Source: an optimization exercise on an open RTL-to-GDS flow (aim: small area, a short achievable clock period and few clock cycles per item). Production flows keep margins and buffers that such runs may drop.
RTL that was checked went through simulation tests only; none was proved equivalent to the original.
No activity file was given, so power comes from the tool's default toggle rates.

## source_token_scanner
module source_token_scanner (
    input  logic        aclk,
    input  logic        aresetn,
    input  logic        s_valid,
    output logic        s_ready,
    input  logic [7:0]  s_char_code,
    input  logic        s_end_of_input,
    output logic        m_valid,
    input  logic        m_ready,
    output logic [4:0]  m_token_kind,
    output logic [31:0] m_start_pos,
    output logic [5:0]  m_token_length,
    output logic [30:0] m_int_value,
    output logic        m_leading_space,
    output logic        m_last_result
);
clock: 5.5 ns
lec_check: 0
cap_margin: 20
core_margin: 2
core_utilization: 45
place_density: 0.65
setup_slack_margin: 3.0
slew_margin: 20
standard.sh (not shown) runs the stock make flow with config.mk's settings and CLKGATE_MAP_FILE= SYNTH_SCRIPT=/design/flow/synth_recipe.tcl, a recipe that flattens the netlist after the stock synthesis.
==> flow/flow/run.sh <==
#!/bin/bash
# The standard layout, with buf_2 cells as the port buffers in place of the
# default delay-buffer cells, and a clock tree of clkbuf_8 cells without
# dummy balancing loads. Every tool's output goes to a log file here.
set -euo pipefail
export BUFFER_PORTS_ARGS="-buffer_cell sky130_fd_sc_hd__buf_2"
export CTS_ARGS="-sink_clustering_enable -repair_clock_nets -dont_use_dummy_load -sink_clustering_size 30 -sink_clustering_max_diameter 100 -buf_list sky130_fd_sc_hd__clkbuf_8"
bash standard.sh > standard_flow.log 2>&1
Then changed:
Settings changed: SETUP_SLACK_MARGIN 3.0 to 2.5.
Core utilization falls by 6.0 points; hold slack loses 12 ps; first-iteration DRC count shrinks by 19%; worst setup slack gets worse by 180 ps; design area went down by 10%; die area is unchanged.
No functional check of the RTL was part of any run of this note.

========
Setup of amber:
Another version of the RTL of source_token_scanner (not shown whole).
For scale: about 700 cells after synthesis, roughly 130 flip-flops, roughly 6800 sq um of cells after synthesis.
## source_token_scanner
module source_token_scanner (
    input  logic        aclk,
    input  logic        aresetn,
    input  logic        s_valid,
    output logic        s_ready,
    input  logic [7:0]  s_char_code,
    input  logic        s_end_of_input,
    output logic        m_valid,
    input  logic        m_ready,
    output logic [4:0]  m_token_kind,
    output logic [31:0] m_start_pos,
    output logic [5:0]  m_token_length,
    output logic [30:0] m_int_value,
    output logic        m_leading_space,
    output logic        m_last_result
);
export LEC_CHECK = 0
export CAP_MARGIN = 20
export CORE_MARGIN = 2
export CORE_UTILIZATION = 45
export PLACE_DENSITY = 0.65
export SETUP_SLACK_MARGIN = 2.5
export SLEW_MARGIN = 20
create_clock -name core_clock -period 5.5 [get_ports {aclk}]
==> flow/flow/run.sh <==
#!/bin/bash
# The standard layout, with buf_2 cells as the port buffers in place of the
# default delay-buffer cells. Every tool's output goes to a log file here.
set -euo pipefail
export BUFFER_PORTS_ARGS="-buffer_cell sky130_fd_sc_hd__buf_2"
bash standard.sh > standard_flow.log 2>&1
The final layout from amber, which completed every stage, passed the timing, design-rule and antenna checks at the end of the flow.
diff inputs: amber => fjord
-- flow/flow/run.sh --
<<< amber, line 3
# default delay-buffer cells. Every tool's output goes to a log file here.
>>> fjord, line 3
# default delay-buffer cells, and a clock tree of clkbuf_8 cells without
# dummy balancing loads. Every tool's output goes to a log file here.
<<< amber, line 6
>>> fjord, line 7
export CTS_ARGS="-sink_clustering_enable -repair_clock_nets -dont_use_dummy_load -sink_clustering_size 30 -sink_clustering_max_diameter 100 -buf_list sky130_fd_sc_hd__clkbuf_8"
==> comparison <==
amber ended up with more cell instances than fjord did.
| flop-to-flop setup slack | fjord vs amber | 30 ps higher |
Global-route usage: fjord vs amber down 0.39 points
amber → fjord: non-clock buffer count up 3; worst hold slack down 10 ps; final critical-path setup slack up 26 ps.
Function was not checked in any run of this note: the RTL went through the layout flow alone.

========
source_token_scanner, a different RTL version from the one above (not shown whole).
For scale: ~830 cells after synthesis, ~91 I/O pins, roughly 7300 um2 of cells after synthesis.
Design source_token_scanner, start of the top module:
module source_token_scanner (
    input  logic        aclk,
    input  logic        aresetn,
    input  logic        s_valid,
    output logic        s_ready,
    input  logic [7:0]  s_char_code,
    input  logic        s_end_of_input,
    output logic        m_valid,
    input  logic        m_ready,
    output logic [4:0]  m_token_kind,
    output logic [31:0] m_start_pos,
    output logic [5:0]  m_token_length,
    output logic [30:0] m_int_value,
    output logic        m_leading_space,
    output logic        m_last_result
);
Settings: LEC_CHECK=0, CAP_MARGIN=20, CORE_MARGIN=2, CORE_UTILIZATION=40, PLACE_DENSITY=0.6, SETUP_SLACK_MARGIN=3.0, SLEW_MARGIN=20; clock period 5.5 ns.
run.sh (not shown) runs the stock make flow with config.mk's settings and CLKGATE_MAP_FILE= SYNTH_SCRIPT=/design/flow/synth_recipe.tcl, a recipe that flattens the netlist after the stock synthesis.
Stock flow here: none of the scripts above is used.
The starting point ran to the end with no violations.
Edit:
--- a/flow/config.mk
+++ b/flow/config.mk
@@ -10,4 +10,4 @@
 export CORE_UTILIZATION = 40
 export PLACE_DENSITY = 0.6
-export SETUP_SLACK_MARGIN = 3.0
+export SETUP_SLACK_MARGIN = 2.5
 export SLEW_MARGIN = 20
Result: The new run ran to the end with no violations; sequential cell count is unchanged; worst setup slack got worse by 43 ps; routed wire length shrinks by 5.5%; worst hold slack stays flat; final cell count shrinks by about 3%; count of clock-buffer cells in the layout does not change; total power shrinks by 5.8%; global-route usage shrinks by 0.75 points; combinational power shrinks by about 7%.
No run of this note included a check of the RTL's function; only the layout flow was run.

========
Another version of the RTL of source_token_scanner (not shown whole).
Size in the first run: ~790 cells after synthesis, roughly 130 flip-flops, ~91 I/O pins, roughly 7100 sq um of cells after synthesis.
==> flow/design.v (excerpt) <==
module source_token_scanner (
    input  logic        aclk,
    input  logic        aresetn,
    input  logic        s_valid,
    output logic        s_ready,
    input  logic [7:0]  s_char_code,
    input  logic        s_end_of_input,
    output logic        m_valid,
    input  logic        m_ready,
    output logic [4:0]  m_token_kind,
    output logic [31:0] m_start_pos,
    output logic [5:0]  m_token_length,
    output logic [30:0] m_int_value,
    output logic        m_leading_space,
    output logic        m_last_result
);
export LEC_CHECK = 0
export CAP_MARGIN = 20
export CORE_MARGIN = 2
export CORE_UTILIZATION = 45
export PLACE_DENSITY = 0.65
export SETUP_SLACK_MARGIN = 2.5
export SLEW_MARGIN = 20
create_clock -name core_clock -period 5.5 [get_ports {aclk}]
standard.sh (not shown) runs the stock make flow with config.mk's settings and CLKGATE_MAP_FILE= SYNTH_SCRIPT=/design/flow/synth_recipe.tcl, a recipe that flattens the netlist after the stock synthesis.
==> flow/flow/run.sh <==
#!/bin/bash
# The standard layout, with buf_2 cells as the port buffers in place of the
# default delay-buffer cells, and a clock tree of clkbuf_4 cells without
# dummy balancing loads. Every tool's output goes to a log file here.
set -euo pipefail
export BUFFER_PORTS_ARGS="-buffer_cell sky130_fd_sc_hd__buf_2"
export CTS_ARGS="-sink_clustering_enable -repair_clock_nets -dont_use_dummy_load -sink_clustering_size 30 -sink_clustering_max_diameter 100 -buf_list sky130_fd_sc_hd__clkbuf_4"
bash standard.sh > standard_flow.log 2>&1
Testbench counts at the start, summed over its fixed seeds: cycles 32,736, items 32,325.
Next try:
==> flow/flow/run.sh (replaced) <==
#!/bin/bash
# The standard layout, with buf_2 cells as the port buffers in place of the
# default delay-buffer cells, and a clock tree of clkbuf_8 cells without
# dummy balancing loads. Every tool's output goes to a log file here.
set -euo pipefail
export BUFFER_PORTS_ARGS="-buffer_cell sky130_fd_sc_hd__buf_2"
export CTS_ARGS="-sink_clustering_enable -repair_clock_nets -dont_use_dummy_load -sink_clustering_size 30 -sink_clustering_max_diameter 100 -buf_list sky130_fd_sc_hd__clkbuf_8"
bash standard.sh > standard_flow.log 2>&1
- SETUP_SLACK_MARGIN: 2.5 -> 2.6
Effect:
- The new run completed without violations
- via count is about the same
- core utilization went up by 1.1 points
- final cell count stays flat
- design area went up by 2.1%
- maximum frequency stays flat
- clock power went up by 36%
- die area is unchanged
Next try:
==> flow/flow/run.sh (replaced) <==
#!/bin/bash
# The standard layout, with buf_2 cells as the port buffers in place of the
# default delay-buffer cells. Every tool's output goes to a log file here.
set -euo pipefail
export BUFFER_PORTS_ARGS="-buffer_cell sky130_fd_sc_hd__buf_2"
bash standard.sh > standard_flow.log 2>&1
- SETUP_SLACK_MARGIN: 2.6 -> 2.9
Effect:
- The changed run produced a clean layout
- area after synthesis is unchanged
- via count went up by about 4.6%
- hold slack got worse by 0.0038 ns
- routed wire length goes up by 7.8%
- sequential share of layout area goes down by 3.0 points
- power is higher by about 30%
- sequential cell count is unchanged
- maximum frequency is higher by about 2.6%
- clock power went up by 100%
- register-to-register slack improved by 0.07 ns
Next try:
==> flow/run.sh (new file) <==
#!/bin/bash
# synth_recipe.tcl (not shown) runs the flow's synth.tcl, then flattens the netlist and writes it again
# the make line also repeats each setting of config.mk as NAME=value (left out here)
make -C /OpenROAD-flow-scripts/flow DESIGN_CONFIG=/design/flow/config.mk WORK_HOME=/design/flow/orfs CLKGATE_MAP_FILE= SYNTH_SCRIPT=/design/flow/synth_recipe.tcl finish
- CORE_UTILIZATION: 45 -> 60
- PLACE_DENSITY: 0.65 -> 0.75
- SETUP_SLACK_MARGIN: 2.9 -> 2.5
removed: flow/flow/run.sh
removed: flow/standard.sh
The changed run finished with timing, DRC and antenna clean.
Critical path depth decreases by 2.
Synthesized cell count is unchanged.
Total power increases by about 2.5%.

-- static timing again, ports no longer ideal --
How much do the figures lean on ideal ports? The routed layouts below were timed once more, with nothing changed but the port constraints.
Step 1 sets driving cells, clkbuf_16 on the clock port and buf_2 on the other inputs (assumed; they add their load-dependent delay and slew).
Step 2, shift: input delay + t, output delay - t, t = (earliest + latest rising clock arrival at the registers) / 2. This alone moves slack from input paths to output paths.
Slacks: no drivers / after step 1 / after step 2; pairs: no drivers / after step 1.
| run | shift t [ns] | slack for setup (ns) | worst setup path after step 2 | latest minus earliest clock arrival (ns) |
|---|---|---|---|---|
| the first run of note 1 | 0.465 | 2.787 / 2.787 / 2.478 | input to register | 0.020 / 0.020 |
| the second run of note 1 | 0.458 | 2.603 / 2.603 / 2.243 | input to register | 0.024 / 0.023 |
| amber | 0.453 | 2.306 / 2.306 / 2.306 | register to register | 0.009 / 0.009 |
| fjord | 0.457 | 2.333 / 2.333 / 2.321 | input to register | 0.024 / 0.024 |
| the first run of note 3 | 0.448 | 2.423 / 2.423 / 2.423 | register to register | 0.008 / 0.009 |
| the second run of note 3 | 0.449 | 2.381 / 2.381 / 2.179 | input to register | 0.016 / 0.016 |
| the first run of note 4 | 0.561 | 2.684 / 2.684 / 2.232 | input to register | 0.039 / 0.039 |
| the second run of note 4 | 0.480 | 2.688 / 2.688 / 2.306 | input to register | 0.026 / 0.025 |
| the third run of note 4 | 0.465 | 2.759 / 2.759 / 2.556 | input to register | 0.008 / 0.008 |
| the fourth run of note 4 | 0.454 | 2.619 / 2.619 / 2.183 | input to register | 0.012 / 0.012 |
After both steps every run listed still meets setup and hold. The setup slack of the first run of note 4, which loses most, moves by 0.000 ns with the drivers and by -0.452 ns with both steps.
